Source: an optimization exercise on an open RTL-to-GDS flow (aim: small area). Production flows keep margins and buffers that such runs may drop. RTL that was checked went through simulation tests only; none was proved equivalent to the original. No functional check of the RTL was part of runs 1 to 5. Power figures rest on the tool's default switching activity, not on a simulated workload.

--- design.v ---
package ex_stage_pkg;
    localparam int XLEN_DEF = 64;
endpackage
module ex_stage_add #(
    parameter int W = 64
) (
    input  logic [W-1:0] a,
    input  logic [W-1:0] b,
    input  logic         ci,
    output logic [W-1:0] s,
    output logic [W-1:0] p,
    output logic [W-1:0] g,
    output logic         co,
    output logic         c_msb
);
    logic [W-1:0] gg, pp;
    always_comb begin
        p  = a ^ b;
        g  = a & b;
        gg = g;
        pp = p;
        gg[0] = g[0] | (p[0] & ci);
        for (int l = 0; (1 << l) < W; l++) begin
            for (int j = (2 << l) - 1; j < W; j += (2 << l)) begin
                gg[j] = gg[j] | (pp[j] & gg[j - (1 << l)]);
                pp[j] = pp[j] & pp[j - (1 << l)];
            end
        end
        for (int l = $clog2(W) - 2; l >= 0; l--) begin
            for (int j = (3 << l) - 1; j < W; j += (2 << l)) begin
                gg[j] = gg[j] | (pp[j] & gg[j - (1 << l)]);
                pp[j] = pp[j] & pp[j - (1 << l)];
            end
        end
        s  = p ^ {gg[W-2:0], ci};
        co = gg[W-1];
        c_msb = gg[W-2];
    end
endmodule
module ex_stage
#(
    parameter int XLEN = ex_stage_pkg::XLEN_DEF
) (
    input  logic            clk,
    input  logic            reset,
    input  logic [XLEN-1:0] pc_ex,
    input  logic [XLEN-1:0] rdata1_ex,
    input  logic [XLEN-1:0] rdata2_ex,
    input  logic [XLEN-1:0] imm_ex,
    input  logic [4:0]      rs1_ex,
    input  logic [4:0]      rs2_ex,
    input  logic [4:0]      rd_ex,
    input  logic [3:0]      funct_ex,
    input  logic [1:0]      aluop_ex,
    input  logic            alusrc_ex,
    input  logic            mul_ex,
    input  logic            branch_ex,
    input  logic            memread_ex,
    input  logic            memtoreg_ex,
    input  logic            memwrite_ex,
    input  logic            regwrite_ex,
    input  logic [4:0]      memwb_rd,
    input  logic            memwb_regwrite,
    input  logic [XLEN-1:0] memwb_wdata,
    input  logic            ex_flush,
    output logic [XLEN-1:0] mem_branch_tgt,
    output logic [XLEN-1:0] mem_alu_result,
    output logic [XLEN-1:0] mem_store_data,
    output logic            mem_zero,
    output logic [4:0]      mem_rd,
    output logic            mem_branch,
    output logic            mem_memread,
    output logic            mem_memtoreg,
    output logic            mem_memwrite,
    output logic            mem_regwrite,
    output logic            ex_stall
);
    logic [XLEN-1:0] r_alu_result, r_store_data, r_branch_tgt;
    logic [4:0]      r_rd;
    logic [4:0]      r_ctrl;       
    logic [6:0]      r_cnt;
    logic            r_ak;         
    logic w_mul_go, w_setup, w_final, w_step, w_stall;
    assign w_mul_go = mul_ex && !ex_flush;
    assign w_final  = r_cnt[6] && r_cnt[1];                             
    assign w_setup  = (r_cnt[6:2] == 5'd0) && !(r_cnt[1] && r_cnt[0]);  
    assign w_step   = !w_setup && !w_final;                             
    assign w_stall  = w_mul_go && !w_final;
    assign ex_stall = w_stall && !reset;
    logic [6:0] w_cnt_inc;
    assign w_cnt_inc = r_cnt + 7'd1;
    always_ff @(posedge clk or posedge reset) begin
        if (reset) r_cnt <= '0;
        else       r_cnt <= w_stall ? w_cnt_inc : 7'd0;
    end
    logic [63:0] w_a_next;
    always_comb
        for (int i = 0; i < 64; i++) w_a_next[i] = rdata1_ex[(65 - i) % 64];
    always_ff @(posedge clk) r_ak <= w_a_next[r_cnt[5:0]];
    logic w_ex_ok, w_ex_a, w_ex_b, w_wb_a, w_wb_b;
    assign w_ex_ok = r_ctrl[0] && !r_ctrl[2] && (r_rd != 5'd0);
    assign w_ex_a  = (w_ex_ok && r_rd == rs1_ex) || mul_ex;
    assign w_ex_b  = (w_ex_ok && r_rd == rs2_ex);
    assign w_wb_a  = memwb_regwrite && (memwb_rd != 5'd0) && (memwb_rd == rs1_ex);
    assign w_wb_b  = memwb_regwrite && (memwb_rd != 5'd0) && (memwb_rd == rs2_ex);
    logic [XLEN-1:0] w_fwd_a, w_fwd_b;
    assign w_fwd_a = w_ex_a ? r_alu_result : (w_wb_a ? memwb_wdata : rdata1_ex);
    assign w_fwd_b = w_ex_b ? r_alu_result : (w_wb_b ? memwb_wdata : rdata2_ex);
    logic [3:0] w_f;
    logic d_add, d_sub, d_sll, d_slt, d_sltu, d_xor, d_srl, d_sra, d_or, d_and;
    always_comb begin
        if (aluop_ex == 2'b00)      w_f = 4'b0000;
        else if (aluop_ex == 2'b01) w_f = 4'b1000;
        else if (aluop_ex[0] && funct_ex[2:0] != 3'b101) w_f = {1'b0, funct_ex[2:0]};
        else                        w_f = funct_ex;
        d_sub  = (w_f == 4'b1000);
        d_sll  = (w_f == 4'b0001);
        d_slt  = (w_f == 4'b0010);
        d_sltu = (w_f == 4'b0011);
        d_xor  = (w_f == 4'b0100);
        d_srl  = (w_f == 4'b0101);
        d_sra  = (w_f == 4'b1101);
        d_or   = (w_f == 4'b0110);
        d_and  = (w_f == 4'b0111);
        d_add  = !(d_sub || d_sll || d_slt || d_sltu || d_xor || d_srl || d_sra || d_or || d_and);
    end
    logic u_imm, u_b, u_sub;
    logic s_sum, s_dbl, s_p, s_g, s_sh, s_shr, s_slt, s_sltu;
    assign u_imm  = !mul_ex && alusrc_ex;
    assign u_b    = mul_ex ? r_ak : !alusrc_ex;
    assign u_sub  = !mul_ex && (d_sub || d_slt || d_sltu);
    assign s_sum  = mul_ex ? w_final : (d_add || d_sub);
    assign s_dbl  = mul_ex && w_step;
    assign s_p    = !mul_ex && (d_xor || d_or);
    assign s_g    = !mul_ex && (d_and || d_or);
    assign s_sh   = !mul_ex && d_sll;
    assign s_shr  = !mul_ex && (d_srl || d_sra);
    assign s_slt  = !mul_ex && d_slt;
    assign s_sltu = !mul_ex && d_sltu;
    logic [XLEN-1:0] w_op_b;
    assign w_op_b = alusrc_ex ? imm_ex : w_fwd_b;
    logic [XLEN-1:0] w_sh;
    always_comb begin
        for (int i = 0; i < XLEN; i++) w_sh[i] = s_shr ? w_fwd_a[XLEN-1-i] : w_fwd_a[i];
        for (int l = 0; l < 6; l++)
            if (w_op_b[l])
                for (int i = XLEN - 1; i >= 0; i--)
                    w_sh[i] = (i >= (1 << l)) ? w_sh[i - (1 << l)] : (d_sra && w_fwd_a[XLEN-1]);
    end
    logic [XLEN-1:0] w_y, w_sum, w_p, w_g, w_res;
    logic            w_co, w_cm, w_ltu, w_lt;
    assign w_y = ({XLEN{u_imm}} & imm_ex) | ({XLEN{u_b}} & w_fwd_b);
    ex_stage_add #(.W(XLEN)) u_add (
        .a(w_fwd_a), .b(w_y ^ {XLEN{u_sub}}), .ci(u_sub),
        .s(w_sum), .p(w_p), .g(w_g), .co(w_co), .c_msb(w_cm)
    );
    assign w_ltu = !w_co;
    assign w_lt  = w_p[XLEN-1] ? w_ltu : w_fwd_a[XLEN-1];
    always_comb begin
        w_res = ({XLEN{s_sum}} & w_sum) | ({XLEN{s_dbl}} & {w_sum[XLEN-2:0], 1'b0}) |
                ({XLEN{s_p}} & w_p) | ({XLEN{s_g}} & w_g) | ({XLEN{s_sh}} & w_sh);
        for (int i = 0; i < XLEN; i++) w_res[i] = w_res[i] | (s_shr && w_sh[XLEN-1-i]);
        w_res[0] = w_res[0] | (s_slt && w_lt) | (s_sltu && w_ltu);
    end
    logic [XLEN-1:0] w_tgt;
    logic            w_tgt_co, w_tgt_cm;
    logic [XLEN-2:0] w_tgt_p, w_tgt_g;
    ex_stage_add #(.W(XLEN-1)) u_tgt (
        .a(pc_ex[XLEN-1:1]), .b(imm_ex[XLEN-2:0]), .ci(1'b0),
        .s(w_tgt[XLEN-1:1]), .p(w_tgt_p), .g(w_tgt_g), .co(w_tgt_co), .c_msb(w_tgt_cm)
    );
    assign w_tgt[0] = pc_ex[0];
    always_ff @(posedge clk or posedge reset) begin
        if (reset)                    r_ctrl <= '0;
        else if (ex_flush || w_stall) r_ctrl <= '0;
        else r_ctrl <= {branch_ex, memread_ex, memtoreg_ex, memwrite_ex, regwrite_ex};
    end
    always_ff @(posedge clk) begin
        r_alu_result <= w_res;
        r_store_data <= w_fwd_b;
        r_branch_tgt <= w_tgt;
        r_rd         <= rd_ex;
    end
    assign mem_alu_result = r_alu_result;
    assign mem_store_data = r_store_data;
    assign mem_branch_tgt = r_branch_tgt;
    assign mem_zero       = (r_alu_result == '0);
    assign mem_rd         = r_rd;
    assign {mem_branch, mem_memread, mem_memtoreg, mem_memwrite, mem_regwrite} = r_ctrl;
endmodule
--- flow/run.sh ---
#!/bin/bash
# The standard layout (standard.sh) with these changes:
#  - synthesis maps the logic with an area-oriented ABC script (flow/area.abc);
#  - every port still gets a buffer, made from the smallest buffer cell (buf_1);
#  - clock tree synthesis adds no dummy loads.
set -euo pipefail
HERE=$(pwd)
cat flow/abc_override.tcl synth_recipe.tcl > my_synth.tcl
sed "s#SYNTH_SCRIPT=[^ ]*#SYNTH_SCRIPT=$HERE/my_synth.tcl#" standard.sh > my_standard.sh
export MY_ABC_SCRIPT=$HERE/flow/area.abc
export BUFFER_PORTS_ARGS="-buffer_cell sky130_fd_sc_hd__buf_1"
export CTS_ARGS="-sink_clustering_enable -repair_clock_nets -buf_list sky130_fd_sc_hd__clkbuf_4 -dont_use_dummy_load"
bash my_standard.sh > flow.log 2>&1
--- flow/abc_override.tcl ---
# Map with flow/area.abc instead of ORFS's ABC script; everything else is the standard flow's synthesis.
proc abc {args} {
  set i [lsearch $args -script]
  if {$i >= 0} { set args [lreplace $args [expr {$i+1}] [expr {$i+1}] $::env(MY_ABC_SCRIPT)] }
  yosys abc {*}$args
}
--- flow/area.abc ---
&get -n
&st
&dch
&nf -R 1000
&put
topo
stime -c
--- standard.sh ---
#!/bin/bash
# synth_recipe.tcl (not shown) runs the flow's synth.tcl, then flattens the netlist and writes it again
# the make line also repeats each setting of config.mk as NAME=value (left out here)
make -C /OpenROAD-flow-scripts/flow DESIGN_CONFIG=/design/flow/config.mk WORK_HOME=/design/flow/orfs CLKGATE_MAP_FILE= SYNTH_SCRIPT=/design/flow/synth_recipe.tcl "${@:-finish}"
--- config.mk ---
export PLATFORM = sky130hd
export DESIGN_NAME = ex_stage
export DESIGN_NICKNAME = ex_stage
export VERILOG_FILES = /design/flow/design.v
export SDC_FILE = /design/flow/constraint.sdc
export NUM_CORES = 4
export LEC_CHECK = 0
export CAP_MARGIN = 10
export CORE_MARGIN = 2
export CORE_UTILIZATION = 50
export CTS_BUF_LIST = sky130_fd_sc_hd__clkbuf_4
export GPL_TIMING_DRIVEN = 0
export SETUP_SLACK_MARGIN = 0.2
export SLEW_MARGIN = 10
--- constraint.sdc ---
create_clock -name core_clock -period 9.0 [get_ports {clk}]
set_input_delay 1.8000 -clock core_clock [delete_from_list [all_inputs] [get_ports {clk}]]
set_output_delay 1.8000 -clock core_clock [all_outputs]
set_load 0.01 [all_outputs]
==> results of run 1 <==
-- final cells by class --
class,instances,area (um2),share of cell area [%]
Multi-Input combinational cell,2265,15440,63.77
Sequential cell,210,4267,17.62
Timing Repair Buffer,634,3226,13.32
Tap cell,518,648.1,2.677
Clock buffer,59,442.9,1.829
Inverter,46,175.2,0.7235
Antenna cell,5,12.51,0.05168
-- worst max-delay path, delay by kind of cell --
family	cells	cell delay, ns
buf+inv	7	1.14
mux	1	0.39
simple gates	8	1.44
fa+ha+maj	2	0.91
compound gates	18	3.52
-- what timing repair did --
item | in CTS | in global routing
setup buffers | 6 | 17
cloned | 3 | 3
endpoints found under the setup margin | 25 | 18
resized for setup | 9 | 20
pin swaps | 5 | 9
-- per-layer routing --
metal  track usage, %  up-vias  part of all wire [%]
met5                0        -                     0
li1                 -    10796                     -
met1            53.22    11169                    40
met3            9.184      207                    11
met2            64.03     1380                    45
met4            17.72        0                   4.4
-- cells in the mapped netlist (all sizes together), types with 3 or more instances --
library cell	n	area, um2
a211o	43	376.6
a211oi	17	127.6
a21o	12	90.09
a21oi	188	940.9
a221oi	5	43.79
a222oi	67	670.6
a22oi	65	488.0
a31oi	70	437.9
and2	9	56.30
and3	3	18.77
clkinv	46	172.7
dfrtp	12	300.3
dfxtp	198	3964
fa	63	1261
ha	126	1577
mux2	22	247.7
mux2i	126	1261
mux4	16	360.4
nand2	344	1291
nand3	26	130.1
nand4	12	75.07
nor2	480	1802
nor2b	9	56.30
nor3	25	125.1
nor4	22	137.6
o211ai	6	45.04
o21a	8	60.06
o21ai	229	1146
o221ai	9	78.83
o22ai	24	150.1
o31ai	50	375.4
or2	11	68.82
or4	4	30.03
xnor2	88	770.7
xor2	61	534.3
-- path summary, 6_finish.rpt --
check	endpoint	slack, ns	cells after the start
hold / removal	r_store_data[8]	0.53	2
min in group asynchronous	r_cnt[6]	0.92	2
max in group asynchronous	r_cnt[1]	7.81	2
setup / recovery	r_alu_result[62]	0.41	36
setup reg to reg	r_alu_result[62]	0.90	34
hold reg to reg	r_store_data[8]	0.53	2
-- state kept, by name, summed over array words and instances, names as in the netlist --
signal,flops
r_ak,1
r_store_data,64
r_ctrl,5
r_alu_result,64
r_rd,5
r_cnt,7
r_branch_tgt,64
-- per-stage QoR --
step / setup slack [ns] / power [uW]
after floorplan: 0.1183 / 2832
after global placement: -3.367 / 3638
after detailed placement: -1.415 / 3723
after CTS: 0.2220 / 4437
after global routing: 0.1758 / 4805
final: 0.4060 / 4540
-- logic make-up after synthesis --
logic type	after synthesis
compound gates	805
xor+xnor	149
fa+ha+maj	189
buf+inv	46
flops	210
mux	164
simple gates	952
-- power groups by stage --
stage               Combinational, uW  Sequential (uW)  Clock (uW)
global route                     2720             1330         747
detailed placement               2400             1330           0
CTS                              2430             1310         703
finish                           2530             1320         698
floorplan                        1470             1360           0
global placement                 2310             1320           0
==> out/metrics.cfg, run 1 <==
[placement]
dp_hpwl_mm = 65.69
routabilityCongestion = 0.9645
dp_cells = 3644
placed_area_mm2 = 0.02338
numPortBuffers = 560

[floorplanning]
coreArea_mm2 = 0.03847
rows = 72
die_w_um = 201.1
die_area_mm2 = 0.04045
initial_core_util_pct = 50.50
io_pins = 561
die_h_um = 201.1

[drt]
drt_first_iter_violations = 2629
drtPass1Iterations = 9
drc = 0
ant_nets = 0
wl_per_cell_um = 23.32
dr_total_vias = 23552
vias_per_cell = 6.302
routed_wl_mm = 87.15

[clock_tree]
clock_latency_ns = 0.83
hold_buffers = 0
numCtsBuffers = 59
htreeDepth = 2
cts_buffer_depth = 3
clock-sinks = 210
cts.root.buffer_cell = clkbuf_4
path_clk_slew_ns = 0.06
cts_tree = done

[power_and_ir_drop]
p_seq_share_pct = 29.0
power_leakage_uw = 0.01007
p_int_uw = 2352
combPwrFrac_pct = 55.6
clkPwrFrac_pct = 15.4
switching_share_pct = 48.20
powerDensity_mw_per_mm2 = 187.5
switchingPower_uw = 2188
ir_worst_vdd_mv = 0.1130

[sta]
rsz0062_at_grt = false
period_minus_slack_ns = 8.594
clock_skew_ns = 0.08977
slew_viol_final = 0
hold_ws_ns = 0.5263
relSlewSlack_pct = 18.40
worst_pin_slew_ns = 1.223
finalCritPeriodShare_pct = 95.49
hold_viol = 0
fin_tns_setup_ns = 0
max_freq_mhz = 116.4
setup_viol = 0

[logic_synthesis]
synthesis.nets = 3061
syn_area_per_cell_um2 = 7.724
ys_seq_area_share_pct = 21.95
synthSimpleGateAreaFrac_pct = 19.78
synth_compound_area_share_pct = 26.43
synthDistinctLibCells = 48
syn-cell-area_mm2 = 0.01943
synth-xor-area-share_pct = 6.718
synth-seq-cells = 210
synthAdderAreaFrac_pct = 14.61
postSynth.asyncResetShare_pct = 5.714
netlist_instances = 2515
synth_warnings = 3
synthMuxAreaShare_pct = 9.623
synth_edf_count = 0
synth_top_family_by_area = compound AO/OA/AOI/OAI gates
yosys_most_used_dff = dfxtp_1

[outcome]
status = no timing/DRC/antenna violations

[layout]
drive_above_1_share_pct = 6.783
stdcell_area_mm2 = 0.02421
syn_to_final_growth_pct = 24.64
stdcell_count = 3737
final_nets = 3762
num-fill-cells = 3651
final_cell_mix = buf_1 (557), nor2_1 (479), nand2_1 (341)
utilization_pct = 62.94
layout_commonest_cell = buf_1

[grt]
antenna_found_initial = 3
grt_usage_pct = 40.56
grt_pass1_vias = 22524
grt_overflow = 0
grt_first_pass_wirelength_mm = 129.2
grt_max_degree = 67

[worst_setup_path]
critical_path_arrival_ns = 9.23
worstSetupPathType = in -> reg
required_ns = 9.64
cp_slowest_stage_delay_ns = 0.59
critPathLaunch = memwb_rd[0]
cpMaxStageDelayCell = or4_1
rr_startpoint = r_rd[2]
cp-start-kind = input pin
crit_fanout = 14
crit_path_end_kind = flop

[hold_path]
hp-class = reg -> reg
min_from = r_alu_result[8]

[job]
max_cap_violations = 0

==> inputs of run 2 (changes only) <==
==> flow/area.abc (replaced) <==
&get -n
&st
&dch
&nf -R 30
&put
topo
stime -c
--- a/config.mk
+++ b/config.mk
@@ -7,3 +7,3 @@
 export LEC_CHECK = 0
-export CAP_MARGIN = 10
+export CAP_MARGIN = 5
 export CORE_MARGIN = 2
@@ -12,3 +12,3 @@
 export GPL_TIMING_DRIVEN = 0
-export SETUP_SLACK_MARGIN = 0.2
-export SLEW_MARGIN = 10
+export SETUP_SLACK_MARGIN = 0.1
+export SLEW_MARGIN = 5
==> run 2 against run 1 <==
Against the previous run: register-to-register slack lost 0.29 ns; largest power group unchanged; clock-buffer cell count did not move; total power rose by 0.43%; combinational power about the same; via count decreased by 1.6%; still clean; non-clock buffer count fell by 17; critical endpoint unchanged; critical path depth decreased by 6; sequential share of layout area increased by 0.092 points; clock power barely moved; setup slack got worse by 0.022 ns; clock skew down 0.038 ns; hold slack better by 0.011 ns.
==> out/metrics.cfg, run 2 <==
[outcome]
status = no timing/DRC/antenna violations

[worst_setup_path]
crit_fanout = 5  ; -9
worstSetupPathType = in -> reg
crit_family = compound AO/OA/AOI/OAI gates
critical_path_arrival_ns = 9.31  ; +0.08 ns
required_ns = 9.69  ; +0.05 ns
path_buf_inv = 4  ; -3
cp-start-kind = input pin
cpMaxStageDelayCell = or4_4
cp_slowest_stage_delay_ns = 0.67  ; +0.08 ns
crit_path_end_kind = flop

[drt]
drt_first_iter_violations = 2263  ; -14%
vias_per_cell = 6.321  ; +0.29%
drtPass1Iterations = 10  ; +1
dr_total_vias = 23184  ; -1.6%
routed_wl_mm = 86.27  ; -1.0%
drc = 0  ; unchanged
wl_per_cell_um = 23.52  ; +0.86%
ant_nets = 0  ; unchanged

[floorplanning]
io_pins = 561  ; unchanged
initial_core_util_pct = 50.73  ; +0.22 points
coreArea_mm2 = 0.03865  ; +0.47%
rows = 72  ; unchanged
die_h_um = 202.0  ; +0.45%
die_area_mm2 = 0.04081  ; +0.90%
die_w_um = 202.0  ; +0.45%

[layout]
stdcell_count = 3668  ; -1.8%
top_regs = r_alu_result: 64 flops, r_branch_tgt: 64 flops, r_store_data: 64 flops
syn_to_final_growth_pct = 22.87
drive_above_1_share_pct = 5.716  ; -1.1 points
final_nets = 3697  ; -1.7%
layout_commonest_cell = buf_1
final_cell_mix = buf_1 (558), nor2_1 (473), nand2_1 (313)
utilization_pct = 62.33  ; -0.62 points

[placement]
dp_worst_setup_slack_ns = -1.970  ; -0.5556 ns
routabilityCongestion = 0.9659  ; +0.15%
dp_cells = 3591  ; -1.5%
dp_hpwl_mm = 65.32  ; -0.57%
numPortBuffers = 560  ; unchanged

[logic_synthesis]
yosysTopAreaCell = dfxtp_1
postSynth.asyncResetShare_pct = 5.714  ; unchanged
ys_top_cells_by_count = nor2_1 (474), nand2_1 (313), dfxtp_1 (198)
ys_seq_area_share_pct = 21.75  ; -0.20 points
synthDistinctLibCells = 52  ; +8.3%
yosysMostFrequentCell = nor2_1
synth-seq-cells = 210  ; unchanged
synth_edf_count = 0  ; unchanged
synthesis.nets = 3013  ; -1.6%
yosys-top-cells-area = dfxtp_1 (20%), nor2_1 (9.1%), mux2i_1 (8.1%), ha_1 (8.0%), fa_1 (6.4%)
syn-cell-area_mm2 = 0.01960  ; +0.91%
synth_warnings = 3  ; unchanged
syn_area_per_cell_um2 = 7.946  ; +2.9%
netlist_instances = 2467  ; -1.9%
yosys_most_used_dff = dfxtp_1
yosysTopAreaCellShare_pct = 20.22  ; -0.18 points

[power_and_ir_drop]
powerDensity_mw_per_mm2 = 189.3  ; +0.95%
power_leakage_uw = 0.01004  ; -0.30%
combPwrFrac_pct = 55.8  ; +0.2 points
p_int_uw = 2358  ; +0.29%
switchingPower_uw = 2201  ; +0.59%
p_seq_share_pct = 28.8  ; -0.2 points
switching_share_pct = 48.27  ; +0.076 points
ir_worst_vdd_mv = 0.1151  ; +1.8%
clkPwrFrac_pct = 15.4  ; about the same

[grt]
grt_usage_pct = 40.86  ; +0.30 points
grt_pass1_vias = 22788  ; +1.2%
grt_max_degree = 73  ; +9.0%
antenna_found_initial = 1  ; -2
grt_first_pass_wirelength_mm = 129.7  ; +0.44%
grt_overflow = 0  ; unchanged

[sta]
worst_pin_slew_ns = 1.368  ; +0.1445 ns
period_minus_slack_ns = 8.616  ; +0.02248 ns
relSlewSlack_pct = 7.624  ; -11 points
hold_viol = 0  ; unchanged
fin_tns_setup_ns = 0  ; unchanged
clock_skew_ns = 0.05212  ; -0.03765 ns
setup_viol = 0  ; unchanged
rsz0062_at_grt = false
max_freq_mhz = 116.1  ; -0.26%
hold_ws_ns = 0.5371  ; +0.01084 ns
finalCritPeriodShare_pct = 95.74  ; +0.25 points
worst_slack_ns = 0.3835  ; -0.02248 ns
slew_viol_final = 0  ; unchanged

[clock_tree]
clock-sinks = 210  ; unchanged
path_clk_slew_ns = 0.06  ; about the same
hold_buffers = 0  ; unchanged
clock_latency_ns = 0.82  ; about the same
cts_tree = done
htreeDepth = 2  ; unchanged
numCtsBuffers = 59  ; unchanged
cts_buffer_depth = 3  ; unchanged
cts.root.buffer_cell = clkbuf_4

[job]
max_cap_violations = 0  ; unchanged

[hold_path]
hp-class = reg -> reg

## run 2: kinds of logic after synthesis
group	count (synthesis)	share of synthesized area, %
xor+xnor	149	6.657
buf+inv	40	0.7659
simple gates	909	18.73
flops	210	21.75
compound gates	741	24.55
fa+ha+maj	189	14.48
mux	229	13.06
## run 2: worst paths after layout
path | slack [ns] | cells past startpoint | startpoint | endpoint
worst max register to register | 0.61 | 27 | r_rd[4] | r_alu_result[62]
worst max-delay path | 0.38 | 30 | memwb_rd[2] | r_alu_result[62]
worst min-delay path | 0.54 | 2 | r_alu_result[44] | r_store_data[44]
min in group asynchronous | 0.93 | 2 | reset | r_cnt[4]
max in group asynchronous | 7.77 | 2 | reset | r_cnt[1]
worst min register to register | 0.54 | 2 | r_alu_result[44] | r_store_data[44]
## run 2: final cells by class
type | count | area [um2]
Sequential cell | 210 | 4267
Multi-Input combinational cell | 2223 | 15540
Antenna cell | 1 | 2.502
Inverter | 40 | 150.1
Timing Repair Buffer | 617 | 3035
Clock buffer | 59 | 442.9
Fill cell | 3581 | 14560
Tap cell | 518 | 648.1
## run 2: stage by stage
step                total power [uW]  cell area, um2
detailed placement              3765           23420
global route                    4822           24090
CTS                             4491           24010
floorplan                       2852           19710
global placement                3686           22460
finish                          4559           24090
## run 2: power groups by stage
| stage | registers (uW) | clock network (uW) | logic, uW |
|---|---|---|---|
| after floorplan | 1360 | 0 | 1490 |
| after global placement | 1320 | 0 | 2360 |
| after detailed placement | 1330 | 0 | 2440 |
| after CTS | 1310 | 709 | 2470 |
| after global routing | 1330 | 750 | 2740 |
| final | 1320 | 701 | 2540 |
## run 2: metal layers
metal	up-vias	global-route usage, %	part of all wire (%)
met4	0	20.17	5.3
met5	-	0	0
met2	1366	67.72	46
li1	10632	-	-
met1	10948	50.44	39
met3	238	8.513	9.6
## run 2: tightest hold or removal path: stages (launching register included)
cell and delay, ns:
dfxtp_1 0.34, nor2_1 0.11, a31oi_1 0.06
## run 2: timing repair
| item | in CTS | in global routing |
|---|---|---|
| pin swaps | 5 | 6 |
| setup buffers | 3 | 8 |
| endpoints found under the setup margin | 30 | 12 |
| resized for setup | 13 | 5 |
| gates cloned | 6 | 0 |
==> inputs of run 3 (changes only) <==
==> flow/area.abc (replaced) <==
strash
dch
amap
topo
stime -c
==> run 3 against run 2 <==
Against the previous run: the layout now fails its checks (max-capacitance violations, max-slew violations); synthesized area shrank 3.3%; clock power about the same; clock skew grew 0.043 ns; register-to-register slack gained 0.16 ns; die area fell by 3.2%; combinational power hardly changed.
==> out/metrics.cfg, run 3 <==
[sta]
slew_viol_final = 21  ; +21
setup_viol = 0  ; unchanged
relSlewSlack_pct = -1.395  ; -9.0 points
finalCritPeriodShare_pct = 96.95  ; +1.2 points
worst_pin_slew_ns = 1.521  ; +0.1532 ns
rsz0062_at_grt = true
period_minus_slack_ns = 8.725  ; +0.1088 ns
worst_slack_ns = 0.2747  ; -0.1088 ns
fin_tns_setup_ns = 0  ; unchanged
max_freq_mhz = 114.6  ; -1.2%
hold_ws_ns = 0.4949  ; -0.04222 ns
hold_viol = 0  ; unchanged
clock_skew_ns = 0.09470  ; +0.04258 ns

[logic_synthesis]
syn-cell-area_mm2 = 0.01897  ; -3.3%
synthDistinctLibCells = 44  ; -15%
postSynth.asyncResetShare_pct = 5.714  ; unchanged
synth_edf_count = 0  ; unchanged
synth_warnings = 3  ; unchanged
synthesis.nets = 2893  ; -4.0%
yosys-top-cells-area = dfxtp_1 (21%), o22a_1 (13%), ha_1 (8.3%), o22ai_1 (7.9%), fa_1 (6.6%)
netlist_instances = 2347  ; -4.9%
yosys_most_used_dff = dfxtp_1
yosysMostFrequentCell = o22a_1
ys_top_cells_by_count = o22a_1 (274), nor2_1 (260), o22ai_1 (238)
ys_seq_area_share_pct = 22.48  ; +0.73 points
yosysTopAreaCellShare_pct = 20.90  ; +0.68 points
syn_area_per_cell_um2 = 8.081  ; +1.7%
synth-seq-cells = 210  ; unchanged
yosysTopAreaCell = dfxtp_1

[worst_setup_path]
crit_fanout = 40  ; +35
cp-start-kind = input pin
cp_slowest_stage_delay_ns = 0.56  ; -0.11 ns
critical_path_arrival_ns = 9.33  ; +0.02 ns
required_ns = 9.60  ; -0.09 ns
worstSetupPathType = in -> reg
cpMaxStageDelayCell = o21a_4
crit_path_end_kind = flop

[placement]
routabilityCongestion = 0.9659  ; unchanged
dp_hpwl_mm = 67.87  ; +3.9%
dp_worst_setup_slack_ns = -2.400  ; -0.4298 ns
numPortBuffers = 560  ; unchanged
placed_area_mm2 = 0.02294  ; -2.0%

[grt]
grt_pass1_vias = 23046  ; +1.1%
antenna_found_initial = 3  ; +2
grt_usage_pct = 43.18  ; +2.3 points
grt_max_degree = 129  ; +77%
grt_overflow = 0  ; unchanged
grt_first_pass_wirelength_mm = 132.1  ; +1.8%

[clock_tree]
clock_latency_ns = 0.86  ; +0.04 ns
path_clk_slew_ns = 0.06  ; about the same
hold_buffers = 0  ; unchanged
htreeDepth = 2  ; unchanged
cts_tree = done
clock-sinks = 210  ; unchanged
cts.root.buffer_cell = clkbuf_4
cts_buffer_depth = 3  ; unchanged
numCtsBuffers = 60  ; +1.7%

[layout]
drive_above_1_share_pct = 8.761  ; +3.0 points
final_cell_mix = buf_1 (556), o22a_1 (274), nor2_1 (259)
top_regs = r_alu_result: 64 flops, r_branch_tgt: 64 flops, r_store_data: 64 flops
stdcell_area_mm2 = 0.02408  ; about the same
utilization_pct = 64.23  ; +1.9 points
final_nets = 3607  ; -2.4%
num-fill-cells = 3428  ; -4.3%
layout_commonest_cell = buf_1
syn_to_final_growth_pct = 26.96

[drt]
routed_wl_mm = 90.27  ; +4.6%
drtPass1Iterations = 7  ; -3
ant_nets = 0  ; unchanged
vias_per_cell = 6.945  ; +9.9%
drc = 0  ; unchanged
dr_total_vias = 24815  ; +7.0%
drt_first_iter_violations = 2993  ; +32%
wl_per_cell_um = 25.26  ; +7.4%

[floorplanning]
rows = 71  ; -1.4%
initial_core_util_pct = 50.59  ; -0.13 points
die_h_um = 198.8  ; -1.6%
coreArea_mm2 = 0.03749  ; -3.0%
io_pins = 561  ; unchanged
die_w_um = 198.8  ; -1.6%
die_area_mm2 = 0.03951  ; -3.2%

[job]
max_cap_violations = 1  ; +1

[power_and_ir_drop]
powerDensity_mw_per_mm2 = 187.5  ; -0.95%
ir_worst_vdd_mv = 0.1058  ; -8.1%
power_leakage_uw = 0.008465  ; -16%

[hold_path]
hp-class = reg -> reg

[outcome]
status = failed layout checks
so.violations = max-capacitance violations, max-slew violations

## run 3: final cells by class
| class | instances | area [um2] | area share (%) |
|---|---|---|---|
| diodes | 3 | 7.507 | 0.03118 |
| clock buffers | 60 | 450.4 | 1.871 |
| inverters | 208 | 910.9 | 3.783 |
| multi-input cells | 1930 | 14590 | 60.58 |
| flip-flops and latches | 210 | 4265 | 17.71 |
| well taps | 511 | 639.4 | 2.655 |
| repair buffers | 649 | 3208 | 13.32 |
| repair inverters | 2 | 10.01 | 0.04157 |
## run 3: per-stage QoR
step                      instances  power [uW]
after floorplan                2347        2814
after CTS                      3549        4402
after detailed placement       3473        3634
final                          3573        4514
after global placement         3418        3561
after global routing           3572        4763
## run 3: per-layer routing
| layer | vias up | global-route usage, % | part of all wire (%) |
|---|---|---|---|
| met1 | 11642 | 55.02 | 38 |
| met4 | 0 | 22.47 | 5.8 |
| met5 | - | 0 | 0 |
| met2 | 1701 | 68.32 | 45 |
| met3 | 358 | 9.698 | 11 |
| li1 | 11114 | - | - |
## run 3: cell families after synthesis
family | share of synthesized area (%)
compound gates | 47.51
simple gates | 10.92
flops | 22.48
buf+inv | 4.117
fa+ha+maj | 14.96
## run 3: timing repair
action,in CTS,in global routing
endpoints found under the setup margin,42,29
setup buffers,13,17
gates resized for setup,42,24
cloned,3,4
pin swaps,10,17
hold endpoints to repair,0,0
## run 3: report_power, final
group / switching, uW / internal [uW]
Sequential: 151 / 1110
Clock: 403 / 298
Combinational: 1590 / 966
## run 3: path summary, 6_finish.rpt
path | start | end | slack (ns) | cells past startpoint
max | mul_ex | r_alu_result[59] | 0.27 | 35
min | r_alu_result[7] | r_store_data[7] | 0.49 | 2
max reg2reg | r_rd[2] | r_alu_result[59] | 0.77 | 40
min reg2reg | r_alu_result[7] | r_store_data[7] | 0.49 | 2
max in group asynchronous | reset | r_cnt[0] | 7.83 | 2
min in group asynchronous | reset | r_cnt[1] | 0.89 | 2
## run 3: critical path, delay by kind of cell
| kind | cells | cell delay, ns |
|---|---|---|
| buffers and inverters | 8 | 1.88 |
| AO/OA/AOI/OAI | 17 | 3.56 |
| adder cells (fa/ha/maj) | 2 | 0.79 |
| AND/OR/NAND/NOR | 8 | 1.26 |
==> inputs of run 4 (changes only) <==
--- a/flow/run.sh
+++ b/flow/run.sh
@@ -11,3 +11,3 @@
 export BUFFER_PORTS_ARGS="-buffer_cell sky130_fd_sc_hd__buf_1"
-export CTS_ARGS="-sink_clustering_enable -repair_clock_nets -buf_list sky130_fd_sc_hd__clkbuf_4 -dont_use_dummy_load"
+export CTS_ARGS="-sink_clustering_enable -repair_clock_nets -buf_list sky130_fd_sc_hd__clkbuf_8 -dont_use_dummy_load -sink_clustering_size 16 -sink_clustering_max_diameter 80"
 bash my_standard.sh > flow.log 2>&1
==> flow/area.abc (replaced) <==
&get -n
&st
&dch
&nf -R 1000
&put
topo
stime -c
--- a/config.mk
+++ b/config.mk
@@ -7,3 +7,3 @@
 export LEC_CHECK = 0
-export CAP_MARGIN = 5
+export CAP_MARGIN = 10
 export CORE_MARGIN = 2
@@ -12,3 +12,3 @@
 export GPL_TIMING_DRIVEN = 0
-export SETUP_SLACK_MARGIN = 0.1
-export SLEW_MARGIN = 5
+export SETUP_SLACK_MARGIN = 0.2
+export SLEW_MARGIN = 10
==> run 4 against run 3 <==
Against the previous run: sequential share of layout area hardly changed; cell count is 3.4% higher; clock skew is 0.044 ns lower; highest routed layer unchanged; the run now finishes clean; non-clock buffer count is 16 lower; critical endpoint is now r_alu_result[62]; critical path depth stayed put; register-to-register slack better by 0.28 ns; combinational power hardly changed; largest cell class unchanged; largest power group unchanged; clock power is about 20% lower.
==> out/metrics.cfg, run 4 <==
[grt]
grt_pass1_vias = 22272  ; -3.4%
use_met2_pct = 65.04  ; -3.3 points
grt_overflow = 0  ; unchanged
grt_usage_pct = 40.42  ; -2.8 points
grt_first_pass_wirelength_mm = 128.9  ; -2.4%
antenna_found_initial = 2  ; -1
grtUsageMet1_pct = 53.58  ; -1.4 points
grt_most_used_layer = met2
grt_max_degree = 67  ; -48%
use_met3_pct = 7.677  ; -2.0 points

[floorplanning]
die_area_mm2 = 0.04045  ; +2.4%
rows = 72  ; +1.4%
die_h_um = 201.1  ; +1.2%
initial_core_util_pct = 50.50  ; -0.090 points
io_pins = 561  ; unchanged
die_w_um = 201.1  ; +1.2%
coreArea_mm2 = 0.03847  ; +2.6%

[placement]
dp_cells = 3644  ; +4.9%
dp_hpwl_mm = 65.69  ; -3.2%
routabilityCongestion = 0.9645  ; -0.14%
dp_worst_setup_slack_ns = -1.415  ; +0.9854 ns
numPortBuffers = 560  ; unchanged

[sta]
worst_slack_ns = 0.3763  ; +0.1016 ns
finalCritPeriodShare_pct = 95.82  ; -1.1 points
slew_viol_final = 0  ; -100%
setup_viol = 0  ; unchanged
worst_pin_slew_ns = 1.235  ; -0.2864 ns
clock_skew_ns = 0.05072  ; -0.04398 ns
period_minus_slack_ns = 8.624  ; -0.1016 ns
rsz0062_at_grt = false
relSlewSlack_pct = 17.65  ; +19 points
hold_viol = 0  ; unchanged
max_freq_mhz = 116.0  ; +1.2%
fin_tns_setup_ns = 0  ; unchanged

[logic_synthesis]
synth-seq-cells = 210  ; unchanged
synthDistinctLibCells = 48  ; +9.1%
yosysTopAreaCell = dfxtp_1
synth_warnings = 3  ; unchanged
yosys-top-cells-area = dfxtp_1 (20%), nor2_1 (9.3%), ha_1 (8.1%), nand2_1 (6.6%), fa_1 (6.5%)
ys_seq_area_share_pct = 21.95  ; -0.53 points
netlist_instances = 2515  ; +7.2%
syn_area_per_cell_um2 = 7.724  ; -4.4%
synthesis.nets = 3061  ; +5.8%
ys_top_cells_by_count = nor2_1 (480), nand2_1 (344), o21ai_0 (229)
postSynth.asyncResetShare_pct = 5.714  ; unchanged
yosys_most_used_dff = dfxtp_1
yosysTopAreaCellShare_pct = 20.40  ; -0.50 points
syn-cell-area_mm2 = 0.01943  ; +2.4%
yosysMostFrequentCell = nor2_1
synth_edf_count = 0  ; unchanged

[drt]
drt_first_iter_violations = 2758  ; -7.9%
dr_total_vias = 23419  ; -5.6%
drtPass1Iterations = 7  ; unchanged
vias_per_cell = 6.340  ; -8.7%
routed_wl_mm = 87.11  ; -3.5%
wl_per_cell_um = 23.58  ; -6.7%
ant_nets = 0  ; unchanged
drc = 0  ; unchanged

[clock_tree]
clock_latency_ns = 0.60  ; -0.26 ns
hold_buffers = 0  ; unchanged
cts_buffer_depth = 3  ; unchanged
numCtsBuffers = 21  ; -65%
path_clk_slew_ns = 0.11  ; +0.05 ns
htreeDepth = 1  ; -1
clock-sinks = 210  ; unchanged
cts_tree = done
cts.root.buffer_cell = clkbuf_8

[worst_setup_path]
rr_worst_depth = 33  ; -18%
cp_slowest_stage_delay_ns = 0.59  ; +0.03 ns
worstSetupPathType = in -> reg
critical_path_arrival_ns = 9.12  ; -0.21 ns
rr_startpoint = r_rd[2]
required_ns = 9.50  ; -0.10 ns
crit_fanout = 14  ; -65%
critPathLaunch = memwb_rd[0]
cpMaxStageDelayCell = or4_1
crit_path_end_kind = flop
cp-start-kind = input pin

[layout]
utilization_pct = 62.69  ; -1.5 points
layout_commonest_cell = buf_1
final_nets = 3723  ; +3.2%
drive_above_1_share_pct = 5.764  ; -3.0 points
top_regs = r_alu_result: 64 flops, r_branch_tgt: 64 flops, r_store_data: 64 flops
final_cell_mix = buf_1 (558), nor2_1 (479), nand2_1 (339)
syn_to_final_growth_pct = 24.13
stdcell_count = 3694  ; +3.4%

[power_and_ir_drop]
clkPwrFrac_pct = 12.7  ; -2.8 points
ir_worst_vdd_mv = 0.1104  ; +4.3%
switching_share_pct = 48.54  ; +1.1 points
switchingPower_uw = 2144  ; about the same
power_leakage_uw = 0.009958  ; +18%
p_seq_share_pct = 29.8  ; +2.0 points
p_int_uw = 2272  ; -4.1%
p_total_uw = 4416  ; -2.2%
combPwrFrac_pct = 57.5  ; +0.9 points
powerDensity_mw_per_mm2 = 183.1  ; -2.3%

[hold_path]
holdPathStages = 2  ; unchanged
hp-class = reg -> reg
min_from = r_alu_result[41]

[outcome]
status = no timing/DRC/antenna violations

[job]
max_cap_violations = 0  ; -1

run 4: changes by cell type in the layout (fill, tap and decap cells not counted), sizes merged, moves of 126 or more:
cell,before,now
nand2,129,344
o22a,274,1
nor2,260,480
o22ai,238,24
mux2i,0,126
clkinv,207,45
run 4: cell families after synthesis:
logic type,share of synthesized area (%)
AND/OR/NAND/NOR,19.78
AO/OA/AOI/OAI,26.43
flip-flops,21.95
adder cells (fa/ha/maj),14.61
multiplexers,9.623
XOR/XNOR,6.718
buffers and inverters,0.8889
run 4: power groups by stage:
| stage | registers [uW] | logic (uW) | clock network [uW] |
|---|---|---|---|
| after floorplan | 1360 | 1470 | 0 |
| after global placement | 1320 | 2310 | 0 |
| after detailed placement | 1330 | 2400 | 0 |
| after CTS | 1310 | 2440 | 563 |
| after global routing | 1330 | 2740 | 596 |
| final | 1310 | 2540 | 561 |
run 4: cell type report:
| type | count | area [um2] |
|---|---|---|
| Antenna cell | 1 | 2.502 |
| Clock buffer | 21 | 289.0 |
| Fill cell | 3642 | 14350 |
| Inverter | 46 | 175.2 |
| Multi-Input combinational cell | 2265 | 15490 |
| Sequential cell | 210 | 4267 |
| Tap cell | 518 | 648.1 |
| Timing Repair Buffer | 633 | 3241 |
run 4: path summary, 6_finish.rpt:
check	slack, ns	endpoint
setup / recovery	0.38	r_alu_result[62]
hold / removal	0.51	r_store_data[41]
setup reg to reg	1.05	r_alu_result[62]
hold reg to reg	0.51	r_store_data[41]
max in group asynchronous	7.58	r_cnt[0]
min in group asynchronous	1.16	r_cnt[2]
run 4: worst max-delay path, delay by kind of cell:
| kind | cells | cell delay [ns] |
|---|---|---|
| buffers and inverters | 6 | 0.95 |
| AND/OR/NAND/NOR | 8 | 1.46 |
| multiplexers | 1 | 0.39 |
| adder cells (fa/ha/maj) | 2 | 0.91 |
| AO/OA/AOI/OAI | 18 | 3.60 |
run 4: metrics by stage:
step / hold slack [ns] / instance area, um2
2_1_floorplan: 0.5324 / 19580
3_3_place_gp: 0.5314 / 22330
3_5_place_dp: 0.5345 / 23380
4_1_cts: 0.5054 / 23860
5_1_grt: 0.5406 / 24110
6_report: 0.5138 / 24110
run 4: routing by layer:
metal / up-vias / part of all wire (%) / wire [um]
met5: - / 0 / 0
met4: 0 / 4.4 / 3817
met3: 201 / 11 / 9368
met2: 1398 / 45 / 39390
met1: 11122 / 40 / 34540
li1: 10698 / - / -
run 4: repair_timing:
action,4_1_cts,5_1_grt
hold endpoints to repair,0,0
resized for setup,14,24
setup buffers,12,10
setup endpoints to repair,30,17
pin swaps,7,6
gates cloned,4,2
==> inputs of run 5 (changes only) <==
--- a/design.v
+++ b/design.v
@@ -37,2 +37,17 @@
         c_msb = gg[W-2];
+    end
+endmodule
+module ex_stage_shl (
+    input  logic [63:0] a,
+    input  logic [5:0]  sh,
+    input  logic        rev,
+    input  logic        fill,
+    output logic [63:0] y
+);
+    always_comb begin
+        for (int i = 0; i < 64; i++) y[i] = rev ? a[63-i] : a[i];
+        for (int l = 0; l < 6; l++)
+            if (sh[l])
+                for (int i = 63; i >= 0; i--)
+                    y[i] = (i >= (1 << l)) ? y[i - (1 << l)] : fill;
     end
@@ -142,9 +157,5 @@
     logic [XLEN-1:0] w_sh;
-    always_comb begin
-        for (int i = 0; i < XLEN; i++) w_sh[i] = s_shr ? w_fwd_a[XLEN-1-i] : w_fwd_a[i];
-        for (int l = 0; l < 6; l++)
-            if (w_op_b[l])
-                for (int i = XLEN - 1; i >= 0; i--)
-                    w_sh[i] = (i >= (1 << l)) ? w_sh[i - (1 << l)] : (d_sra && w_fwd_a[XLEN-1]);
-    end
+    ex_stage_shl u_shl (
+        .a(w_fwd_a), .sh(w_op_b[5:0]), .rev(s_shr), .fill(d_sra && w_fwd_a[XLEN-1]), .y(w_sh)
+    );
     logic [XLEN-1:0] w_y, w_sum, w_p, w_g, w_res;
==> flow/run.sh (replaced) <==
#!/bin/bash
# The standard layout (standard.sh) with these changes:
#  - synthesis maps the logic with an area-oriented ABC script (flow/area.abc); the shifter
#    module ex_stage_shl is kept apart until after mapping and mapped with flow/shifter.abc
#    (ABC's amap), then flattened like the rest;
#  - every port still gets a buffer, made from the smallest buffer cell (buf_1);
#  - clock tree synthesis adds no dummy loads.
set -euo pipefail
HERE=$(pwd)
cat flow/abc_override.tcl synth_recipe.tcl > my_synth.tcl
sed "s#SYNTH_SCRIPT=[^ ]*#SYNTH_SCRIPT=$HERE/my_synth.tcl#" standard.sh > my_standard.sh
export MY_ABC_SCRIPT=$HERE/flow/area.abc
export MY_ABC_SHL_SCRIPT=$HERE/flow/shifter.abc
export SYNTH_KEEP_MODULES=ex_stage_shl
export BUFFER_PORTS_ARGS="-buffer_cell sky130_fd_sc_hd__buf_1"
export CTS_ARGS="-sink_clustering_enable -repair_clock_nets -buf_list sky130_fd_sc_hd__clkbuf_4 -dont_use_dummy_load"
bash my_standard.sh > flow.log 2>&1
==> flow/abc_override.tcl (replaced) <==
# Map with flow/area.abc instead of ORFS's ABC script; the shifter module (ex_stage_shl) is
# mapped on its own with flow/shifter.abc. Everything else is the standard flow's synthesis.
proc abc {args} {
  set i [lsearch $args -script]
  set main_args [lreplace $args [expr {$i+1}] [expr {$i+1}] $::env(MY_ABC_SCRIPT)]
  set shl_args [lreplace $args [expr {$i+1}] [expr {$i+1}] $::env(MY_ABC_SHL_SCRIPT)]
  yosys abc {*}$shl_args *ex_stage_shl*
  yosys abc {*}$main_args *ex_stage_shl* %n
}
==> flow/area.abc (replaced) <==
&get -n
&st
&dch
&nf -R 30
&put
topo
stime -c
==> flow/shifter.abc (new file) <==
strash
dch
amap
topo
stime -c
--- a/config.mk
+++ b/config.mk
@@ -7,3 +7,3 @@
 export LEC_CHECK = 0
-export CAP_MARGIN = 10
+export CAP_MARGIN = 5
 export CORE_MARGIN = 2
@@ -12,3 +12,3 @@
 export GPL_TIMING_DRIVEN = 0
-export SETUP_SLACK_MARGIN = 0.2
-export SLEW_MARGIN = 10
+export SETUP_SLACK_MARGIN = 0.1
+export SLEW_MARGIN = 5
==> run 5 against run 4 <==
Against the previous run: highest routed layer unchanged; clock skew rose by 0.0060 ns; register-to-register slack worse by 0.35 ns; clock-buffer cell count rose by 40; utilization shrank 0.40 points.
==> out/metrics.cfg, run 5 <==
[outcome]
status = no timing/DRC/antenna violations

[worst_setup_path]
rr_worst_depth = 27  ; -18%
critical_path_arrival_ns = 9.44  ; +0.32 ns
rrSetupSlack_ns = 0.70  ; -0.35 ns
cpMaxStageDelayCell = o31a_1
crit_family = compound AO/OA/AOI/OAI gates
required_ns = 9.68  ; +0.18 ns
path_buf_inv = 5  ; -1
rr_startpoint = r_rd[2]
crit_path_frequent_cell = a31oi_1
worstSetupPathType = in -> reg
cp_slowest_stage_delay_ns = 0.49  ; -0.10 ns
cp-start-kind = input pin
worstReg2RegEnd = r_alu_result[63]
crit_fanout = 15  ; +1
crit_path_end_kind = flop

[floorplanning]
die_h_um = 199.5  ; -0.79%
coreArea_mm2 = 0.03767  ; -2.1%
initial_core_util_pct = 50.74  ; +0.24 points
io_pins = 561  ; unchanged
rows = 71  ; -1.4%
die_w_um = 199.5  ; -0.79%
die_area_mm2 = 0.03981  ; -1.6%

[placement]
dp_hpwl_mm = 68.28  ; +3.9%
numPortBuffers = 560  ; unchanged
routabilityCongestion = 0.9774  ; +1.3%

[logic_synthesis]
postSynth.asyncResetShare_pct = 5.714  ; unchanged
yosys-top-cells-area = dfxtp_1 (21%), o22a_1 (9.0%), nand2_1 (8.6%), ha_1 (8.2%), fa_1 (6.6%)
synth-seq-cells = 210  ; unchanged
yosysTopAreaCell = dfxtp_1
ys_seq_area_share_pct = 22.31  ; +0.36 points
syn-cell-area_mm2 = 0.01911  ; -1.6%
ys_top_cells_by_count = nand2_1 (439), dfxtp_1 (198), o22a_1 (197)
yosysTopAreaCellShare_pct = 20.74  ; +0.33 points
synthesis.nets = 2909  ; -5.0%
synth_warnings = 4  ; +1
syn_area_per_cell_um2 = 8.089  ; +4.7%
yosys_most_used_dff = dfxtp_1
netlist_instances = 2363  ; -6.0%
synth_edf_count = 0  ; unchanged
synthDistinctLibCells = 51  ; +6.3%
yosysMostFrequentCell = nand2_1

[grt]
antenna_found_initial = 12  ; +10
grt_overflow = 0  ; unchanged
grt_max_degree = 71  ; +6.0%
grt_pass1_vias = 22373  ; +0.45%
use_met3_pct = 13.18  ; +5.5 points
use_met2_pct = 66.19  ; +1.2 points
grt_most_used_layer = met2
grtUsageMet1_pct = 56.26  ; +2.7 points
grt_first_pass_wirelength_mm = 131.2  ; +1.7%
grt_usage_pct = 43.27  ; +2.9 points

[clock_tree]
numCtsBuffers = 61  ; +190%
cts.root.buffer_cell = clkbuf_4
cts_tree = done
cts_buffer_depth = 3  ; unchanged
clock-sinks = 210  ; unchanged
htreeDepth = 2  ; +1
hold_buffers = 0  ; unchanged
path_clk_slew_ns = 0.07  ; -0.04 ns
clock_latency_ns = 0.84  ; +0.24 ns

[layout]
syn_to_final_growth_pct = 22.74
drive_above_1_share_pct = 5.911  ; +0.15 points
top_regs = r_alu_result: 64 flops, r_branch_tgt: 64 flops, r_store_data: 64 flops
utilization_pct = 62.28  ; -0.40 points
final_cell_mix = buf_1 (559), nand2_1 (438), dfxtp_1 (198)
num-fill-cells = 3531  ; -3.0%
layout_commonest_cell = buf_1
final_nets = 3593  ; -3.5%

[hold_path]
hp-class = reg -> reg
min_from = r_alu_result[59]
whs_endpoint = r_store_data[59]
holdPathStages = 2  ; unchanged

[drt]
wl_per_cell_um = 24.96  ; +5.9%
drc = 0  ; unchanged
vias_per_cell = 6.728  ; +6.1%
routed_wl_mm = 89.14  ; +2.3%
dr_total_vias = 24027  ; +2.6%
drtPass1Iterations = 9  ; +2
ant_nets = 0  ; unchanged
drt_first_iter_violations = 2969  ; +7.7%

[sta]
slew_viol_final = 0  ; unchanged
worst_pin_slew_ns = 1.393  ; +0.1580 ns
rsz0062_at_grt = true
hold_ws_ns = 0.5308  ; +0.01703 ns
max_freq_mhz = 114.2  ; -1.5%
clock_skew_ns = 0.05676  ; +0.006036 ns
finalCritPeriodShare_pct = 97.30  ; +1.5 points
relSlewSlack_pct = 6.369  ; -11 points
hold_viol = 0  ; unchanged
period_minus_slack_ns = 8.757  ; +0.1330 ns
setup_viol = 0  ; unchanged

[power_and_ir_drop]
power_leakage_uw = 0.008912  ; -11%
powerDensity_mw_per_mm2 = 189.0  ; +3.2%
ir_worst_vdd_mv = 0.1298  ; +18%

[job]
max_cap_violations = 0  ; unchanged

run 5: cell type report:
class                      instances  area (um2)  share of cell area (%)
antenna                           15       37.54                  0.1600
inverter                          75       301.5                   1.285
timing repair buffer             618        2902                   12.37
timing repair inverter             1       8.758                 0.03733
multi-input combinational       2080       14850                   63.29
sequential                       210        4267                   18.19
tap                              511       639.4                   2.725
clock buffer                      61       457.9                   1.952
run 5: logic make-up after synthesis:
logic type	count (synthesis)	share of synthesized area [%]
compound gates	964	36.02
simple gates	753	16.23
flops	210	22.31
fa+ha+maj	189	14.85
xor+xnor	148	6.782
buf+inv	75	1.473
mux	24	2.337
run 5: layer usage:
metal | share of wire, % | up-vias | routed length (um)
li1 | - | 10635 | -
met1 | 38 | 11444 | 34230
met2 | 44 | 1706 | 39390
met3 | 13 | 242 | 11930
met4 | 4.0 | 0 | 3590
met5 | 0 | - | 0
run 5: how the worst max path moves through the flow:
stage	cells after the start	start	end
2_1_floorplan	15	funct_ex[0]	r_alu_result[4]
3_3_place_gp	15	mul_ex	r_alu_result[10]
3_5_place_dp	27	memwb_rd[4]	r_alu_result[63]
4_1_cts	29	memwb_rd[4]	r_alu_result[63]
5_1_grt	29	memwb_rd[4]	r_alu_result[63]
6_report	29	memwb_rd[2]	r_alu_result[63]
run 5: tightest hold or removal path: cells and delay by family (launching register included):
| kind | cells | cell delay (ns) |
|---|---|---|
| compound gates | 1 | 0.06 |
| flops | 1 | 0.34 |
| simple gates | 1 | 0.11 |
run 5: per-module statistics from Yosys, one instance, submodules excluded:
module	cell area (um2)	copies in the design	flops+latches	cells
ex_stage_shl	3473	1	0	495
ex_stage	15640	1	210	1868
run 5: report_power, final:
| group | total, uW | internal [uW] | switching, uW |
|---|---|---|---|
| sequential | 1300 | 1120 | 177 |
| clock | 711 | 302 | 409 |
| combinational | 2430 | 909 | 1520 |
run 5: per-stage QoR:
step | instances | setup slack [ns] | power [uW] | instance area (um2) | setup TNS [ns]
2_1_floorplan | 2363 | -0.5893 | 2751 | 19220 | -24.65
3_3_place_gp | 3434 | -4.797 | 3525 | 21960 | -278.24
3_5_place_dp | 3487 | -2.377 | 3601 | 22780 | -44.18
4_1_cts | 3552 | 0.2059 | 4333 | 23350 | 0
5_1_grt | 3567 | 0.07382 | 4678 | 23450 | 0
6_report | 3571 | 0.2433 | 4433 | 23460 | 0
run 5: repair_timing:
| action | CTS | global route |
|---|---|---|
| endpoints found under the setup margin | 27 | 15 |
| buffers inserted | 1 | 4 |
| cloned | 3 | 0 |
| gates resized for setup | 18 | 7 |
| pin swaps | 2 | 5 |
==> inputs of run 6 (changes only) <==
--- a/design.v
+++ b/design.v
@@ -38,2 +38,19 @@
     end
+endmodule
+module ex_stage_fwd (
+    input  logic [4:0]  rs,
+    input  logic        ex_ok,
+    input  logic [4:0]  ex_rd,
+    input  logic [63:0] ex_data,
+    input  logic        force_ex,
+    input  logic        wb_we,
+    input  logic [4:0]  wb_rd,
+    input  logic [63:0] wb_data,
+    input  logic [63:0] rf_data,
+    output logic [63:0] y
+);
+    logic ex_hit, wb_hit;
+    assign ex_hit = (ex_ok && ex_rd == rs) || force_ex;
+    assign wb_hit = wb_we && (wb_rd != 5'd0) && (wb_rd == rs);
+    assign y = ex_hit ? ex_data : (wb_hit ? wb_data : rf_data);
 endmodule
@@ -114,11 +131,15 @@
     always_ff @(posedge clk) r_ak <= w_a_next[r_cnt[5:0]];
-    logic w_ex_ok, w_ex_a, w_ex_b, w_wb_a, w_wb_b;
+    logic w_ex_ok;
     assign w_ex_ok = r_ctrl[0] && !r_ctrl[2] && (r_rd != 5'd0);
-    assign w_ex_a  = (w_ex_ok && r_rd == rs1_ex) || mul_ex;
-    assign w_ex_b  = (w_ex_ok && r_rd == rs2_ex);
-    assign w_wb_a  = memwb_regwrite && (memwb_rd != 5'd0) && (memwb_rd == rs1_ex);
-    assign w_wb_b  = memwb_regwrite && (memwb_rd != 5'd0) && (memwb_rd == rs2_ex);
     logic [XLEN-1:0] w_fwd_a, w_fwd_b;
-    assign w_fwd_a = w_ex_a ? r_alu_result : (w_wb_a ? memwb_wdata : rdata1_ex);
-    assign w_fwd_b = w_ex_b ? r_alu_result : (w_wb_b ? memwb_wdata : rdata2_ex);
+    ex_stage_fwd u_fwd_a (
+        .rs(rs1_ex), .ex_ok(w_ex_ok), .ex_rd(r_rd), .ex_data(r_alu_result), .force_ex(mul_ex),
+        .wb_we(memwb_regwrite), .wb_rd(memwb_rd), .wb_data(memwb_wdata), .rf_data(rdata1_ex),
+        .y(w_fwd_a)
+    );
+    ex_stage_fwd u_fwd_b (
+        .rs(rs2_ex), .ex_ok(w_ex_ok), .ex_rd(r_rd), .ex_data(r_alu_result), .force_ex(1'b0),
+        .wb_we(memwb_regwrite), .wb_rd(memwb_rd), .wb_data(memwb_wdata), .rf_data(rdata2_ex),
+        .y(w_fwd_b)
+    );
     logic [3:0] w_f;
--- a/flow/run.sh
+++ b/flow/run.sh
@@ -3,4 +3,4 @@
 #  - synthesis maps the logic with an area-oriented ABC script (flow/area.abc); the shifter
-#    module ex_stage_shl is kept apart until after mapping and mapped with flow/shifter.abc
-#    (ABC's amap), then flattened like the rest;
+#    (ex_stage_shl) and forwarding (ex_stage_fwd) modules are kept apart until after mapping
+#    and mapped with flow/shifter.abc (ABC's amap), then flattened like the rest;
 #  - every port still gets a buffer, made from the smallest buffer cell (buf_1);
@@ -13,3 +13,4 @@
 export MY_ABC_SHL_SCRIPT=$HERE/flow/shifter.abc
-export SYNTH_KEEP_MODULES=ex_stage_shl
+export MY_AMAP_MODULES="ex_stage_shl ex_stage_fwd"
+export SYNTH_KEEP_MODULES="ex_stage_shl ex_stage_fwd"
 export BUFFER_PORTS_ARGS="-buffer_cell sky130_fd_sc_hd__buf_1"
==> flow/abc_override.tcl (replaced) <==
# Map with flow/area.abc instead of ORFS's ABC script; the modules named in MY_AMAP_MODULES
# (kept apart until after mapping) are mapped on their own with flow/shifter.abc (ABC's amap).
# Everything else is the standard flow's synthesis.
proc abc {args} {
  set i [lsearch $args -script]
  set main_args [lreplace $args [expr {$i+1}] [expr {$i+1}] $::env(MY_ABC_SCRIPT)]
  set amap_args [lreplace $args [expr {$i+1}] [expr {$i+1}] $::env(MY_ABC_SHL_SCRIPT)]
  set sel {}
  foreach m $::env(MY_AMAP_MODULES) { lappend sel "*$m*" }
  yosys abc {*}$amap_args {*}$sel
  yosys abc {*}$main_args {*}$sel %n
}
==> run 6 against run 5 <==
Against the previous run: utilization about the same; highest routed layer unchanged; clock skew increased by 0.023 ns; wire length is 4.4% lower; clock power down 1%; global-route usage down 1.7 points; total power rose by 4.0%; setup slack worse by 0.042 ns.
==> out/metrics.cfg, run 6 <==
[layout]
drive_above_1_share_pct = 6.662  ; +0.75 points
final_nets = 3445  ; -4.1%
num-fill-cells = 3426  ; -3.0%
syn_to_final_growth_pct = 23.48
top_regs = r_alu_result: 64 flops, r_branch_tgt: 64 flops, r_store_data: 64 flops
final_cell_mix = buf_1 (558), nand2_1 (275), o21ai_0 (211)
layout_commonest_cell = buf_1
stdcell_area_mm2 = 0.02330  ; -0.67%

[logic_synthesis]
postSynth.asyncResetShare_pct = 5.714  ; unchanged
netlist_instances = 2221  ; -6.0%
synthesis.nets = 2767  ; -4.9%
yosysTopAreaCell = dfxtp_1
yosys-top-cells-area = dfxtp_1 (21%), o22a_1 (9.1%), ha_1 (8.4%), a22oi_1 (8.0%), fa_1 (6.7%)
ys_top_cells_by_count = nand2_1 (276), o21ai_0 (243), a22oi_1 (202)
syn_area_per_cell_um2 = 8.498  ; +5.1%
synth-seq-cells = 210  ; unchanged
yosysTopAreaCellShare_pct = 21.00  ; +0.26 points
synth_warnings = 4  ; unchanged
yosys_most_used_dff = dfxtp_1
ys_seq_area_share_pct = 22.59  ; +0.28 points
synthDistinctLibCells = 55  ; +7.8%
yosysMostFrequentCell = nand2_1
syn-cell-area_mm2 = 0.01887  ; -1.3%
synth_edf_count = 0  ; unchanged

[power_and_ir_drop]
p_int_uw = 2408  ; +3.4%
switching_share_pct = 47.78  ; +0.34 points
p_total_uw = 4612  ; +4.0%
switchingPower_uw = 2203  ; +4.8%
clkPwrFrac_pct = 15.3  ; -0.7 points
p_seq_share_pct = 28.2  ; -1.0 points
ir_worst_vdd_mv = 0.1084  ; -16%
combPwrFrac_pct = 56.5  ; +1.8 points
powerDensity_mw_per_mm2 = 197.9  ; +4.7%
power_leakage_uw = 0.008447  ; -5.2%

[grt]
grt_usage_pct = 41.61  ; -1.7 points
grt_max_degree = 65  ; -8.5%
grt_pass1_vias = 21730  ; -2.9%
grt_first_pass_wirelength_mm = 126.2  ; -3.8%
use_met2_pct = 65.16  ; -1.0 points
grtUsageMet1_pct = 53.82  ; -2.4 points
antenna_found_initial = 12  ; unchanged
use_met3_pct = 9.760  ; -3.4 points
grt_most_used_layer = met2
grt_overflow = 0  ; unchanged

[floorplanning]
die_area_mm2 = 0.03932  ; -1.2%
rows = 71  ; unchanged
initial_core_util_pct = 50.46  ; -0.28 points
die_w_um = 198.3  ; -0.62%
die_h_um = 198.3  ; -0.62%
io_pins = 561  ; unchanged
coreArea_mm2 = 0.03740  ; -0.71%

[drt]
wl_per_cell_um = 24.90  ; -0.24%
drc = 0  ; unchanged
vias_per_cell = 6.788  ; +0.89%
routed_wl_mm = 85.22  ; -4.4%
dr_total_vias = 23230  ; -3.3%
ant_nets = 0  ; unchanged
drt_first_iter_violations = 3015  ; +1.5%
drtPass1Iterations = 9  ; unchanged

[clock_tree]
htreeDepth = 2  ; unchanged
clock-sinks = 210  ; unchanged
cts_buffer_depth = 3  ; unchanged
path_clk_slew_ns = 0.06  ; about the same
cts.root.buffer_cell = clkbuf_4
cts_tree = done
clock_latency_ns = 0.82  ; -0.02 ns
hold_buffers = 0  ; unchanged
numCtsBuffers = 61  ; unchanged

[sta]
max_freq_mhz = 113.6  ; -0.48%
fin_tns_setup_ns = 0  ; unchanged
clock_skew_ns = 0.08000  ; +0.02324 ns
finalCritPeriodShare_pct = 97.77  ; +0.47 points
relSlewSlack_pct = 26.85  ; +20 points
worst_pin_slew_ns = 1.095  ; -0.2980 ns
rsz0062_at_grt = false
hold_viol = 0  ; unchanged
period_minus_slack_ns = 8.799  ; +0.04240 ns
setup_viol = 0  ; unchanged
slew_viol_final = 0  ; unchanged

[hold_path]
holdPathStages = 2  ; unchanged
hp-class = reg -> reg

[worst_setup_path]
cp_slowest_stage_delay_ns = 0.58  ; +0.09 ns
cp-start-kind = input pin
critical_path_arrival_ns = 9.49  ; +0.05 ns
crit_path_frequent_cell = o21ai_2
crit_fanout = 33  ; +18
required_ns = 9.69  ; about the same
cpMaxStageDelayCell = fa_2
rr_worst_depth = 30  ; +11%
crit_path_end_kind = flop
worstSetupPathType = in -> reg

[job]
max_cap_violations = 0  ; unchanged

[placement]
placed_area_mm2 = 0.02274  ; -0.17%
dp_hpwl_mm = 67.71  ; -0.82%
numPortBuffers = 560  ; unchanged
routabilityCongestion = 0.9852  ; +0.80%

[outcome]
status = no timing/DRC/antenna violations

## run 6: cell count changes after synthesis, sizes merged, moves of 15 or more
cell	change
a221oi	+15
a31oi	-107
nor2	-71
nand3	-32
a22o	-17
a22oi	+133
a21oi	-18
xnor2	-15
o21ai	+108
nand2	-163
## run 6: area by class of cell
type	count	area [um2]	area share (%)
flip-flops and latches	210	4267	18.31
clock buffers	61	457.9	1.965
well taps	511	639.4	2.744
diodes	14	35.03	0.1503
multi-input cells	1922	14590	62.59
repair buffers	615	2929	12.57
inverters	89	389.1	1.670
## run 6: power groups by stage
| stage | clock, uW | combinational [uW] | sequential [uW] |
|---|---|---|---|
| after floorplan | 0 | 1530 | 1370 |
| after global placement | 0 | 2420 | 1310 |
| after detailed placement | 0 | 2500 | 1310 |
| after CTS | 716 | 2520 | 1290 |
| after global routing | 757 | 2790 | 1320 |
| final | 704 | 2610 | 1300 |
## run 6: what timing repair did
action	CTS	global route
endpoints found under the hold margin	0	0
gates resized for setup	5	8
endpoints found under the setup margin	17	9
buffers inserted	0	5
pin swaps	1	2
## run 6: worst paths after layout
kind	start	endpoint	slack, ns
hold / removal	r_alu_result[12]	r_store_data[12]	0.54
max in group asynchronous	reset	r_cnt[0]	7.77
setup reg to reg	r_rd[1]	r_alu_result[63]	0.58
min in group asynchronous	reset	r_ctrl[1]	0.94
setup / recovery	rs2_ex[3]	r_alu_result[63]	0.20
hold reg to reg	r_alu_result[12]	r_store_data[12]	0.54
## run 6: cell families after synthesis
family / count (synthesis) / share of synthesized area [%]
buffers and inverters: 89 / 1.770
xor gates and xnor gates: 129 / 5.986
and+or+nand+nor: 483 / 10.83
other: 1 / 0.01987
muxes: 22 / 2.261
DFF: 210 / 22.59
AOI/OAI and AO/OA: 1098 / 41.51
adders and majority gates: 189 / 15.04
## run 6: metrics by stage
step | std cells | util [%] | hold slack, ns | setup slack (ns)
2_1_floorplan | 2221 | - | 0.5329 | -0.7278
3_3_place_gp | 3292 | 58.47 | 0.5199 | -6.247
3_5_place_dp | 3342 | 60.81 | 0.5268 | -1.130
4_1_cts | 3403 | 62.07 | 0.5337 | 0.2508
5_1_grt | 3420 | 62.30 | 0.5592 | 0.1070
6_report | 3422 | 62.31 | 0.5398 | 0.2009
## run 6: modules after synthesis, one instance, submodules excluded
module,cell area (um2),cells inside,flops+latches
ex_stage_shl,3473,495,0
ex_stage,13020,1288,210
ex_stage_fwd,1187,219,0
## run 6: critical path: cells and delay by family
family	cells	cell delay, ns
AO/OA/AOI/OAI	19	4.70
XOR/XNOR	1	0.28
adder cells (fa/ha/maj)	2	1.01
buffers and inverters	7	1.43
AND/OR/NAND/NOR	1	0.20
## run 6: metal layers
layer	routed length (um)	share of wire, %
met4	4143	4.9
met5	0	0
met1	33010	39
met3	9675	11
met2	38390	45

==> port drivers added, routing unchanged <==
How much do the figures lean on ideal ports? The routed layouts below were timed once more, with nothing changed but the port constraints. Step 1 assumes that a clkbuf_16 drives the clock port and a buf_2 every other input. Step 2 moves the port delays by t, midway between the first and last clock arrival at a register: inputs arrive t later, outputs are due t later. That takes back most of the time a late clock gives input paths. Slacks: ideal ports / drivers / drivers and shift; pairs: ideal ports / drivers.
run	shift t [ns]	slack for setup (ns)	cell pins on the clock port's net
run 1	0.843	0.406 / 0.442 / -0.401	1
run 2	0.840	0.384 / 0.398 / -0.442	1
run 3	0.869	0.275 / 0.303 / -0.566	1
run 4	0.630	0.376 / 0.410 / -0.220	1
run 5	0.868	0.243 / 0.254 / -0.614	1
run 6	0.837	0.201 / 0.230 / -0.607	1
The setup slack of run 5, which loses most, moves by +0.011 ns with the drivers and by -0.857 ns with both steps.
